From an optimization exercise on the open Yosys and OpenROAD flow, aimed at small area, a short achievable clock period and few clock cycles per item; shortcuts taken in it are not production practice. In this exercise RTL edits were held to simulation tests only and were not proved equivalent to the original. Power is estimated from default activity; no workload was simulated.

Setup of run A:
## tomasulo_core
module tomasulo_core (
  input  logic               clk,
  input  logic               rst_n,
  input  logic               instr_req,
  input  logic [11:0]        instr,
  output logic               instr_ack,
  output logic               cdb_valid,
  output logic [2:0]         cdb_dest,
  output logic [32-1:0] cdb_data,
  input  logic [2:0]         dbg_sel,
  output logic [32-1:0] dbg_data
);
Size in the first run: ~860 cells after synthesis, roughly 290 flip-flops, roughly 87 I/O pins.
export LEC_CHECK = 0
export CAP_MARGIN = 20
export CORE_MARGIN = 2
export CORE_UTILIZATION = 60
export GPL_TIMING_DRIVEN = 0
export SETUP_SLACK_MARGIN = 1.5
export SLEW_MARGIN = 20
create_clock -name core_clock -period 5.0 [get_ports {clk}]
standard.sh (not shown) runs the stock make flow with config.mk's settings and CLKGATE_MAP_FILE= SYNTH_SCRIPT=/design/flow/synth_recipe.tcl, a recipe that flattens the netlist after the stock synthesis.
==> flow/flow/run.sh <==
#!/bin/bash
# The standard layout with two changes: plain buffers (buf_1) on the ports
# in place of the delay cells that buffer_ports picks by default, and a clock
# tree built from larger sink clusters without dummy balancing loads.
# Each tool's output is kept in standard_flow.log here and in ORFS's own logs
# under orfs/logs.
set -euo pipefail
export BUFFER_PORTS_ARGS="-buffer_cell sky130_fd_sc_hd__buf_1"
export CTS_ARGS="-sink_clustering_enable -repair_clock_nets -dont_use_dummy_load -sink_clustering_size 30 -sink_clustering_max_diameter 150"
bash standard.sh > standard_flow.log 2>&1
Run A: PASS, flow complete, no timing, DRC or antenna violations
Testbench counts of run A, summed over its fixed seeds: cycles 6,412, items 3,200.
Changes in run B relative to run A:
-- flow/config.mk --
<<< run A, line 7
export LEC_CHECK = 0
export CAP_MARGIN = 20
>>> run B, line 7
export LEC_CHECK = 0
export ABC_AREA = 1
export CAP_MARGIN = 20
<<< run A, line 10
export CORE_UTILIZATION = 60
export GPL_TIMING_DRIVEN = 0
export SETUP_SLACK_MARGIN = 1.5
export SLEW_MARGIN = 20
>>> run B, line 11
export CORE_UTILIZATION = 60
export SETUP_SLACK_MARGIN = 1.7
export SLEW_MARGIN = 20
--- outcome ---
Run A has lower final wirelength than run B.
The count of distinct cell types in the synthesized netlist in run A is 1.3 times that in run B.
Cell count grows by more than a quarter when moving from run A to run B.
The leakage power figure of run B exceeds that of run A by 0.0017 µW.
The power share of the clock group was comparable across run A and run B.
For run B, the startpoint of the most critical setup path was dbg_sel[0], unlike run A, where it was dbg_sel[1].
Share of the cycle needed by the critical path after routing: run B vs run A down 3.4 points
Run B has combinational power share above what run A had.
Changes in run C relative to run B:
-- flow/config.mk --
<<< run B, line 7
export LEC_CHECK = 0
export ABC_AREA = 1
export CAP_MARGIN = 20
>>> run C, line 7
export LEC_CHECK = 0
export CAP_MARGIN = 20
<<< run B, line 11
export CORE_UTILIZATION = 60
export SETUP_SLACK_MARGIN = 1.7
export SLEW_MARGIN = 20
>>> run C, line 10
export CORE_UTILIZATION = 60
export SETUP_SLACK_MARGIN = 1.5
export SLEW_MARGIN = 20
==> comparison <==
Re area after synthesis: run B was higher than run C.
Delta(count of buffers added by post-CTS timing repair for setup, run C - run B) < 0
Run C ends up with lower area overhead of the layout relative to synthesis than run B does.
Diff run B..run C | number of input and output port buffers inserted | unchanged
Summary of the comparison: count of inserted tapcells is lower in run C, relative to run B.
Number of placed instances, taps included in run C is 509 lower than in run B
Diff run B -> run C: worst setup slack now sits lower; area of all sequential standard cells comparable; number of hold-slack violations in the final timing report did not really move.
What run D does differently from run C at the input level:
-- flow/flow/run.sh --
<<< run C, line 8
export BUFFER_PORTS_ARGS="-buffer_cell sky130_fd_sc_hd__buf_1"
export CTS_ARGS="-sink_clustering_enable -repair_clock_nets -dont_use_dummy_load -sink_clustering_size 30 -sink_clustering_max_diameter 150"
bash standard.sh > standard_flow.log 2>&1
>>> run D, line 8
export BUFFER_PORTS_ARGS="-buffer_cell sky130_fd_sc_hd__buf_1"
export CTS_ARGS="-sink_clustering_enable -repair_clock_nets -dont_use_dummy_load -sink_clustering_size 20 -sink_clustering_max_diameter 120 -buf_list sky130_fd_sc_hd__clkbuf_8"
bash standard.sh > standard_flow.log 2>&1
--- outcome ---
Clock group share of total power ended up 2.7 points lower on run D than on run C.
Run D vs. run C: wire length of the first global-routing pass climbed about 0.65%, shortest period the worst path allows up 0.010 ns, fill cell total of the finished layout rose 24, clock transition at the register clock pins on the worst setup and hold paths after CTS about even, area fraction of clock buffers and clock inverters fell 0.57 points.
Sort run C and run D by clock tree buffer count of the final layout asc -> top: run C
## Diff of input files: run E against run D
-- flow/flow/run.sh --
<<< run D, line 8
export BUFFER_PORTS_ARGS="-buffer_cell sky130_fd_sc_hd__buf_1"
export CTS_ARGS="-sink_clustering_enable -repair_clock_nets -dont_use_dummy_load -sink_clustering_size 20 -sink_clustering_max_diameter 120 -buf_list sky130_fd_sc_hd__clkbuf_8"
bash standard.sh > standard_flow.log 2>&1
>>> run E, line 8
export BUFFER_PORTS_ARGS="-buffer_cell sky130_fd_sc_hd__buf_1"
export CTS_ARGS="-sink_clustering_enable -repair_clock_nets -dont_use_dummy_load -sink_clustering_size 30 -sink_clustering_max_diameter 150"
bash standard.sh > standard_flow.log 2>&1
-- flow/config.mk --
<<< run D, line 7
export LEC_CHECK = 0
export CAP_MARGIN = 20
>>> run E, line 7
export LEC_CHECK = 0
export ABC_AREA = 1
export CAP_MARGIN = 20
Notes after the runs:
Global routing usage on met1, run E and run D: smaller value in run D. Comparing run E and run D, the higher average footprint of a synthesized cell is on run D. In run E the weighted congestion reported at the end of routability-driven placement turned out about 0.9% lower than in run D.
What run F does differently from run E at the input level:
-- flow/config.mk --
<<< run E, line 7
export LEC_CHECK = 0
export ABC_AREA = 1
export CAP_MARGIN = 20
export CORE_MARGIN = 2
>>> run F, line 7
export LEC_CHECK = 0
export CAP_MARGIN = 5
export CORE_MARGIN = 2
<<< run E, line 12
export SETUP_SLACK_MARGIN = 1.5
export SLEW_MARGIN = 20
>>> run F, line 11
export SETUP_SLACK_MARGIN = 1.5
export SLEW_MARGIN = 5
==> summary.txt <==
Cmp run F vs run E: number of instances in the synthesized netlist lower in run F. | sequential cell area fraction in the yosys report | higher: run F |. Minimum setup slack in the final design: run F > run E. Via count of the first global-routing pass for run F is lower than for run E. Summary: with run E as the reference, die extent in y in run F moved down by a few percent. Run F against run E; non-clock buffer count is down by a few percent. Measured against each other, run F and run E differ in sequential share of cell area, the higher figure coming from run F. From run E to run F the numbers moved as follows: switching share of power fell by 0.67 points; routed wire length fell 3600 µm.

what the ideal ports hide:
Ports are ideal in the flow. The routed layouts listed here were re-timed in OpenROAD.
Step 1 sets driving cells, clkbuf_16 on the clock port and buf_2 on the other inputs (assumed; they add their load-dependent delay and slew).
Step 2 moves the port delays by t, midway between the first and last clock arrival at a register: inputs arrive t later, outputs are due t later. That takes back most of the time a late clock gives input paths.
a / b / c = ideal ports / drivers / drivers and shift; a / b = the first two.
run | shift t [ns] | setup WS [ns] | worst setup path after step 2 | slew at the worst register clock pin (ns) | worst slew at a driven data input, ns
run A | 0.521 | 1.563 / 1.539 / 1.539 | input to output | 0.11 / 0.11 | 0.03
run B | 0.524 | 1.731 / 1.671 / 1.671 | input to output | 0.11 / 0.11 | 0.06
run C | 0.523 | 1.598 / 1.572 / 1.572 | input to output | 0.11 / 0.11 | 0.03
run D | 0.548 | 1.588 / 1.562 / 1.562 | input to output | 0.12 / 0.12 | 0.03
run E | 0.518 | 1.562 / 1.539 / 1.539 | input to output | 0.11 / 0.11 | 0.03
run F | 0.523 | 1.598 / 1.572 / 1.572 | input to output | 0.11 / 0.11 | 0.03
After both steps setup and hold are still met in every run listed. The setup slack of run B, which loses most, moves by -0.060 ns with the drivers and by -0.060 ns with both steps.
